This is an optimization exercise on Yosys and OpenROAD, whose aim is small area, a short achievable clock period and few clock cycles, not a production implementation.
Only simulation tests tie the RTL to the original design; equivalence was not proved.
Power figures rest on the tool's default switching activity, not on a simulated workload.

==> run X <==
Design row_damage_span_tracker, start of the top module:
module row_damage_span_tracker (
    input  logic                          clk,
    input  logic                          rst_n,
    input  logic                          start,
    output logic                          busy,
    input  logic [29:0]                   item,
    output logic                          result_valid,
    output logic [29:0]                   result,
    input  logic                          psel,
    input  logic                          penable,
    input  logic                          pwrite,
    input  logic [rdst_pkg::PADDR_W-1:0]  paddr,
    input  logic [rdst_pkg::DATA_W-1:0]   pwdata,
    output logic [rdst_pkg::DATA_W-1:0]   prdata,
    output logic                          pready
);
    localparam int NR = rdst_pkg::MAX_ROWS;
    function automatic logic lt10(input logic [9:0] a, input logic [9:0] b);
        logic [9:0] l;
        logic [9:0] e;
        logic [4:0] l1;
        logic [4:0] e1;
        logic       l2a;
        logic       e2a;
        logic       l2b;
        logic       e2b;
        logic       l3;
        logic       e3;
        for (int i = 0; i < 10; i++)
        begin
            l[i] = ~a[i] & b[i];
  ...
make LEC_CHECK=0 ABC_CLOCK_PERIOD_IN_PS=3300 CAP_MARGIN=20 CORE_MARGIN=2 CORE_UTILIZATION=40 SETUP_SLACK_MARGIN=1.5 SLEW_MARGIN=20 finish   # period 5.0 ns
run.sh (not shown) runs the stock make flow with config.mk's settings and CLKGATE_MAP_FILE= SYNTH_SCRIPT=/design/flow/synth_recipe.tcl, a recipe that flattens the netlist after the stock synthesis.
==> run R: changes against run X <==
--- a/flow/design.v
+++ b/flow/design.v
@@ -151,34 +151,34 @@
     assign eff_cols = cols_reg[10] ? 11'd1024 : cols_reg;
     assign grid_ok  = (rows_reg != 7'd0) && (cols_reg != 11'd0);
     assign mask     = rdst_pkg::row_mask(eff_rows);
     logic [1:0]  in_cmd;
     logic [5:0]  in_row;
     logic [9:0]  in_lo;
-    logic [9:0]  in_hm;
+    logic [10:0] in_hm;         
     logic        in_ok;
     logic [10:0] in_s;
     logic [10:0] in_e;
     assign in_cmd = item[29:28];
     assign in_row = item[27:22];
     assign in_s   = item[21:11];
     assign in_e   = item[10:0];
     assign in_ok  = ({1'b0, in_row} < eff_rows) && (in_s < in_e) && (in_s < eff_cols);
     assign in_lo  = in_s[9:0];
-    assign in_hm  = (in_e <= eff_cols) ? 10'(in_e - 11'd1) : ecm1_reg;
+    assign in_hm  = {(in_e <= eff_cols), in_e[9:0]};
     logic        a_v;
     logic [1:0]  a_cmd;
     logic [5:0]  a_row;
     logic [9:0]  a_lo;
-    logic [9:0]  a_hm;
+    logic [10:0] a_hm;
     logic        a_ok;
     logic        b_v;
     logic [1:0]  b_cmd;
     logic [5:0]  b_row;
     logic [9:0]  b_lo;
-    logic [9:0]  b_hm;
+    logic [10:0] b_hm;
     logic        b_ok;
     logic        accept;
     logic        a_stall;
     assign busy   = b_v;
     assign accept = start && !b_v;
     always_ff @(posedge clk or negedge rst_n)
@@ -285,12 +285,13 @@
     logic [5:0] o_row;
     logic [9:0] o_lo;
     logic [9:0] o_hm;
     logic       o_hit;      
     logic       o_alloc;    
     logic       e1_o;       
+    logic       e1_ol1;     
     logic       r_o;
     logic       x_o;
     logic       r_rd;
     logic       is_add;
     logic       is_mark;
     logic       is_flip;
@@ -332,13 +333,14 @@
     assign a_dmg   = la_dmg;
     assign a_hold  = la_hold;
     assign o_hit   = o_v && (o_lvl == 2'd0) && (o_row == a_row);
     assign o_alloc = !o_v;
     assign a_blk   = a_hold && !o_hit && o_v;
     assign add_go  = is_add && a_ok && !full && !a_blk;
-    assign e_want  = e1_v && !e1_full && !e1_empty && !e1_o;
+    assign e_want  = e1_v && !e1_full && !e1_empty;
+    assign e1_o    = e1_ol1 && !e1_empty && (o_row == e1_row);
     assign e_stall = e_want && r_v && r_rd;
     assign pop     = !e_stall;
     assign l1_done = ((pend_cnt == 7'd0) && (!pend_zero || pop)) || ((pend_cnt == 7'd1) && pop);
     assign q_free  = !p2_v || l1_done;
     assign snap    = is_flip && q_free;
     assign a_stall = (is_add && a_ok && !full && a_blk) || (is_flip && !q_free);
@@ -474,13 +476,13 @@
         r_merge  <= a_dmg;
         r_o      <= o_hit || (a_hold && o_alloc);
         r_rd     <= a_dmg && !o_hit && !a_hold;
         x_o      <= r_o;
         r_row    <= a_row;
         r_lo     <= a_lo;
-        r_hm     <= a_hm;
+        r_hm     <= a_hm[10] ? (a_hm[9:0] - 10'd1) : ecm1_reg;
         x_merge  <= r_merge;
         x_row    <= r_row;
         x_lo     <= r_lo;
         x_hm     <= r_hm;
         x_old_lo <= r_fwd ? x_new_lo : (r_o ? o_lo : rd_lo);
         x_old_hm <= r_fwd ? x_new_hm : (r_o ? o_hm : rd_hm);
@@ -536,18 +538,12 @@
                     lo_mem[gi] <= x_new_lo;
                     hm_mem[gi] <= x_new_hm;
                 end
             end
         end
     endgenerate
-    logic [NR-1:0] o_below;     
-    always_comb
-    begin
-        for (int i = 0; i < NR; i++)
-            o_below[i] = (6'(i) < o_row);
-    end
     logic [5:0] low_idx;
     always_comb
     begin
         low_idx = '0;
         for (int i = 0; i < NR; i++)
         begin
@@ -567,13 +563,13 @@
         if (pop)
         begin
             e1_row   <= low_idx;
             e1_full  <= pend_full;
             e1_last  <= (pend_cnt == 7'd1);
             e1_empty <= (pend_cnt == 7'd0);
-            e1_o     <= o_v && (o_lvl == 2'd1) && pend[o_row] && !(|(pend & o_below));
+            e1_ol1   <= o_v && (o_lvl == 2'd1) && !(e1_v && e1_o);
         end
     end
     logic       e2_v;
     logic [5:0] e2_row;
     logic       e2_full;
     logic       e2_last;
Settings changed: ABC_AREA set to 1, ABC_CLOCK_PERIOD_IN_PS 3300 to 2700, CTS_CLUSTER_DIAMETER set to 80, CTS_CLUSTER_SIZE set to 25, SETUP_SLACK_MARGIN 1.5 to 2.3.
==> qor summary <==
item	run X	run R
Status	complete, no violations	complete, no violations
Net switching power	0.0218 W	0.0235 W
Final period util	70.8%	56.1%
Synth top area share	57.9%	56.0%
Power of the sequential group	0.0217 W	0.0216 W
Minimum hold slack	0.202 ns	0.166 ns
Avg Cell Area, Syn	14.0 um^2	11.0 um^2
Share of post-route cells with drive strength above 1	14.2%	14.7%
Number of H-tree levels	4	3
Instance count after placement with tap cells included	7789	9608
Global-route usage over all layers	31.7%	33.6%
Initial standard-cell utilization of the core	40.2%	40.3%
Power Clock	0.0137 W	0.00970 W
Sequential cell fraction of total power	39.2%	40.1%
Number of gates resized after cts	8	337
Unique cell type count in the Yosys netlist	103	63
Die span in y	438 um	445 um
Slew at the pin closest to its max-slew limit	1.29 ns	1.00 ns
Clock power frac	24.7%	18.0%
Ant. Diodes	11	8
Final core utilization	46.0%	46.6%
Post-route clock skew	0.0502 ns	0.100 ns
Floorplan row count	159	161
Testbench counts of run X, summed over its fixed seeds: cycles 4,445.
Testbench counts of run R, summed over its fixed seeds: cycles 4,445.

==> 05-04 <==
row_damage_span_tracker, a different RTL version from the one above (not shown whole).
make LEC_CHECK=0 ABC_CLOCK_PERIOD_IN_PS=3300 CAP_MARGIN=20 CORE_MARGIN=2 CORE_UTILIZATION=40 SETUP_SLACK_MARGIN=1.5 SLEW_MARGIN=20 finish   # period 5.0 ns
==> 10-08: changes against 05-04 <==
--- a/flow/design.v
+++ b/flow/design.v
@@ -112,71 +112,74 @@
         e2b = e1[3] & e1[2];
         l3  = l2b | (e2b & l2a);
         e3  = e2b & e2a;
         lt10 = l1[4] | (e1[4] & l3);
     endfunction
     logic [6:0]  rows_reg;
     logic [10:0] cols_reg;
+    logic [9:0]  ecm1_reg;      
     logic        load_reg;
     logic        apb_wr;
     assign apb_wr = psel && penable && pwrite;
     assign pready = 1'b1;
     assign prdata = paddr[2] ? {21'd0, cols_reg} : {25'd0, rows_reg};
     always_ff @(posedge clk or negedge rst_n)
     begin
         if (!rst_n)
         begin
             rows_reg <= rdst_pkg::RESET_ROWS;
             cols_reg <= rdst_pkg::RESET_COLS;
+            ecm1_reg <= 10'(rdst_pkg::RESET_COLS - 11'd1);
             load_reg <= 1'b0;
         end
         else
         begin
             if (apb_wr && !paddr[2])
                 rows_reg <= pwdata[6:0];
             if (apb_wr && paddr[2])
+            begin
                 cols_reg <= pwdata[10:0];
+                ecm1_reg <= pwdata[10] ? 10'd1023 : 10'(pwdata[9:0] - 10'd1);
+            end
             load_reg <= apb_wr;
         end
     end
     logic [6:0]    eff_rows;
     logic [10:0]   eff_cols;
     logic          grid_ok;
     logic [NR-1:0] mask;
     assign eff_rows = rows_reg[6] ? 7'd64 : rows_reg;
     assign eff_cols = cols_reg[10] ? 11'd1024 : cols_reg;
     assign grid_ok  = (rows_reg != 7'd0) && (cols_reg != 11'd0);
     assign mask     = rdst_pkg::row_mask(eff_rows);
     logic [1:0]  in_cmd;
     logic [5:0]  in_row;
     logic [9:0]  in_lo;
-    logic [9:0]  in_hm;
+    logic [10:0] in_hm;         
     logic        in_ok;
     logic [10:0] in_s;
     logic [10:0] in_e;
-    logic [10:0] in_hi;
     assign in_cmd = item[29:28];
     assign in_row = item[27:22];
     assign in_s   = item[21:11];
     assign in_e   = item[10:0];
     assign in_ok  = ({1'b0, in_row} < eff_rows) && (in_s < in_e) && (in_s < eff_cols);
-    assign in_hi  = (in_e < eff_cols) ? in_e : eff_cols;
     assign in_lo  = in_s[9:0];
-    assign in_hm  = 10'(in_hi - 11'd1);
+    assign in_hm  = {(in_e <= eff_cols), in_e[9:0]};
     logic        a_v;
     logic [1:0]  a_cmd;
     logic [5:0]  a_row;
     logic [9:0]  a_lo;
-    logic [9:0]  a_hm;
+    logic [10:0] a_hm;
     logic        a_ok;
     logic        b_v;
     logic [1:0]  b_cmd;
     logic [5:0]  b_row;
     logic [9:0]  b_lo;
-    logic [9:0]  b_hm;
+    logic [10:0] b_hm;
     logic        b_ok;
     logic        accept;
     logic        a_stall;
     assign busy   = b_v;
     assign accept = start && !b_v;
     always_ff @(posedge clk or negedge rst_n)
     begin
@@ -281,14 +284,15 @@
     logic [1:0] o_lvl;
     logic [5:0] o_row;
     logic [9:0] o_lo;
     logic [9:0] o_hm;
     logic       o_hit;      
     logic       o_alloc;    
     logic       e1_o;       
+    logic       e1_ol1;     
     logic       r_o;
     logic       x_o;
     logic       r_rd;
     logic       is_add;
     logic       is_mark;
     logic       is_flip;
     logic       a_hold;
@@ -298,22 +302,46 @@
     logic       l1_done;    
     logic       q_free;
     logic       snap;
     logic       pop;
     assign is_add  = a_v && (a_cmd == rdst_pkg::CMD_ADD);
     assign is_mark = a_v && (a_cmd == rdst_pkg::CMD_MARK_ALL) && grid_ok;
     assign is_flip = a_v && (a_cmd == rdst_pkg::CMD_FLIP);
-    assign a_dmg   = dmg[a_row];
-    assign a_hold  = (pend[a_row] && !pend_full) || (p2_v && p2[a_row] && !p2_full)
-                     || (e_want && (e1_row == a_row));
+    logic [5:0]    nx_row;
+    logic          la_dmg;
+    logic          la_hold;
+    logic [NR-1:0] hold_vec;
+    logic [NR-1:0] a_oh;
+    logic          stay_hold;
+    logic          in_hold;
+    logic          in_dmg;
+    assign nx_row   = b_v ? b_row : in_row;
+    assign hold_vec = (pend & {NR{!pend_full}}) | (p2 & {NR{p2_v && !p2_full}});
+    always_comb
+    begin
+        for (int i = 0; i < NR; i++)
+            a_oh[i] = (a_row == 6'(i));
+    end
+    assign stay_hold = (|(a_oh & hold_vec)) || (e_stall && (e1_row == a_row));
+    assign in_hold   = hold_vec[nx_row] || (e_stall && (e1_row == nx_row))
+                       || (snap && !full && dmg[nx_row]);
+    assign in_dmg    = !(load_reg || snap) && (dmg[nx_row] || (add_go && (a_row == nx_row)));
+    always_ff @(posedge clk)
+    begin
+        la_hold <= a_stall ? stay_hold : in_hold;
+        la_dmg  <= a_stall ? la_dmg : in_dmg;
+    end
+    assign a_dmg   = la_dmg;
+    assign a_hold  = la_hold;
     assign o_hit   = o_v && (o_lvl == 2'd0) && (o_row == a_row);
     assign o_alloc = !o_v;
     assign a_blk   = a_hold && !o_hit && o_v;
     assign add_go  = is_add && a_ok && !full && !a_blk;
-    assign e_want  = e1_v && !e1_full && !e1_empty && !e1_o;
+    assign e_want  = e1_v && !e1_full && !e1_empty;
+    assign e1_o    = e1_ol1 && !e1_empty && (o_row == e1_row);
     assign e_stall = e_want && r_v && r_rd;
     assign pop     = !e_stall;
     assign l1_done = ((pend_cnt == 7'd0) && (!pend_zero || pop)) || ((pend_cnt == 7'd1) && pop);
     assign q_free  = !p2_v || l1_done;
     assign snap    = is_flip && q_free;
     assign a_stall = (is_add && a_ok && !full && a_blk) || (is_flip && !q_free);
     always_ff @(posedge clk or negedge rst_n)
@@ -393,26 +421,24 @@
             p2_cnt  <= dmg_cnt;
             p2_zero <= (dmg_cnt == 7'd0);
         end
     end
     logic [9:0] lo_mem [NR];
     logic [9:0] hm_mem [NR];
     logic [NR-1:0] port_oh;     
-    logic [NR-1:0] a_oh;
     logic [NR-1:0] e1_oh;
     logic          rd_next;     
     logic [9:0]    rd_lo;
     logic [9:0]    rd_hm;
     logic          r_fwd;
     assign rd_next = add_go && a_dmg && !o_hit && !a_hold;
     always_comb
     begin
         for (int i = 0; i < NR; i++)
         begin
-            a_oh[i]  = (a_row == 6'(i));
             e1_oh[i] = (e1_row == 6'(i));
         end
     end
     always_ff @(posedge clk)
     begin
         if (rd_next)
             port_oh <= a_oh;
@@ -427,15 +453,15 @@
         rd_hm = '0;
         for (int i = 0; i < NR; i++)
         begin
             rd_lo = rd_lo | (lo_mem[i] & {10{port_oh[i]}});
             rd_hm = rd_hm | (hm_mem[i] & {10{port_oh[i]}});
         end
     end
-    assign r_fwd    = x_v && !x_o && (x_row == r_row);
+    assign r_fwd    = x_v && (x_o ? r_o : (!r_o && (x_row == r_row)));
     always_ff @(posedge clk or negedge rst_n)
     begin
         if (!rst_n)
         begin
             r_v <= 1'b0;
             x_v <= 1'b0;
         end
@@ -449,26 +475,26 @@
     begin
         r_merge  <= a_dmg;
         r_o      <= o_hit || (a_hold && o_alloc);
         r_rd     <= a_dmg && !o_hit && !a_hold;
         x_o      <= r_o;
         r_row    <= a_row;
         r_lo     <= a_lo;
-        r_hm     <= a_hm;
+        r_hm     <= a_hm[10] ? (a_hm[9:0] - 10'd1) : ecm1_reg;
         x_merge  <= r_merge;
         x_row    <= r_row;
         x_lo     <= r_lo;
         x_hm     <= r_hm;
-        x_old_lo <= r_fwd ? x_new_lo : rd_lo;
-        x_old_hm <= r_fwd ? x_new_hm : rd_hm;
+        x_old_lo <= r_fwd ? x_new_lo : (r_o ? o_lo : rd_lo);
+        x_old_hm <= r_fwd ? x_new_hm : (r_o ? o_hm : rd_hm);
     end
     logic [9:0] x_src_lo;
     logic [9:0] x_src_hm;
-    assign x_src_lo = x_o ? o_lo : x_old_lo;
-    assign x_src_hm = x_o ? o_hm : x_old_hm;
+    assign x_src_lo = x_old_lo;
+    assign x_src_hm = x_old_hm;
     assign x_new_lo = (!x_merge || lt10(x_lo, x_src_lo)) ? x_lo : x_src_lo;
     assign x_new_hm = (!x_merge || lt10(x_src_hm, x_hm)) ? x_hm : x_src_hm;
     always_ff @(posedge clk)
     begin
         if (x_v && x_o)
         begin
             o_lo <= x_new_lo;
@@ -536,15 +562,15 @@
     begin
         if (pop)
         begin
             e1_row   <= low_idx;
             e1_full  <= pend_full;
             e1_last  <= (pend_cnt == 7'd1);
             e1_empty <= (pend_cnt == 7'd0);
-            e1_o     <= o_v && (o_lvl == 2'd1) && (pend_low[o_row]);
+            e1_ol1   <= o_v && (o_lvl == 2'd1) && !(e1_v && e1_o);
         end
     end
     logic       e2_v;
     logic [5:0] e2_row;
     logic       e2_full;
     logic       e2_last;
     logic       e2_empty;
- ABC_AREA: unset -> 1
- ABC_CLOCK_PERIOD_IN_PS: 3300 -> 2600
- CTS_CLUSTER_DIAMETER: unset -> 80
- CTS_CLUSTER_SIZE: unset -> 25
- SETUP_SLACK_MARGIN: 1.5 -> 2.4
==> results.toml <==
[final_layout]
antenna_cells_inserted = 7
layout.buffer.nonclock.area_share = 0.0415

[power_and_ir_drop]
top_power_group = "sequential cells"
power_uw = 54700
power_report.internal_total_uw = 33500

[routing]
number_of_violations_reported_at_the_end_of_detailed_routing_iteration_0 = 9326
drt_pass1_iterations = 6

[global_routing]
grt_start_max_net_pins = 123
number_of_global_route_vias_before_repair = 49100

[worst_setup_path]
crit_start = "port_oh[0]"
worstSetupEndpoint = "e2_hm[1]"
timing.critical_path.max_delay_family = "simple AND/OR/NAND/NOR gates"
worst_r2r_path_depth = 6

[run_status]
status = "no timing/DRC/antenna violations"

[synth]
synthCells = 5109

[sta]
final_min_period_over_clock_period = 0.717
That was 05-04.
==> results.toml <==
[run_status]
status = "no timing/DRC/antenna violations"

[sta]
final_min_period_over_clock_period = 0.554

[routing]
drt_pass1_iterations = 7

[worst_setup_path]
worstSetupEndpoint = "prdata[4]"
crit_start = "rows_reg[4]"
timing.critical_path.max_delay_family = "flip-flops"
worst_r2r_path_depth = 5

[global_routing]
grt_start_max_net_pins = 106
number_of_global_route_vias_before_repair = 56200

[final_layout]
antenna_cells_inserted = 6

[power_and_ir_drop]
power_report.internal_total_uw = 30600
That was 10-08.
Testbench counts of 05-04, summed over its fixed seeds: cycles 4,436.
Testbench counts of 10-08, summed over its fixed seeds: cycles 4,445.

static timing again, ports no longer ideal:
The results above use ideal ports. As a check the final layouts listed here were re-extracted and re-timed, cells and wires unchanged. Step 1, drivers: a clkbuf_16 drives clk and a buf_2 each remaining input, both assumed. Step 2, shift: input delay + t, output delay - t, t = (earliest + latest rising clock arrival at the registers) / 2. This alone moves slack from input paths to output paths. Three values: ideal, step 1, step 2; two values: the first two.
| run | t (ns) | setup slack, ns | worst setup path at the end | pins driven straight from the clock port |
|---|---|---|---|---|
| run X | 0.903 | 1.462 / 1.462 / 0.977 | input to register | 1 |
| run R | 0.868 | 2.194 / 2.194 / 1.675 | input to register | 1 |
| 05-04 | 0.886 | 1.414 / 1.414 / 0.882 | input to register | 1 |
| 10-08 | 0.872 | 2.231 / 2.136 / 1.674 | input to register | 1 |
After both steps setup and hold are still met in every run listed. The setup slack of 10-08, which loses most, moves by -0.095 ns with the drivers and by -0.557 ns with both steps.
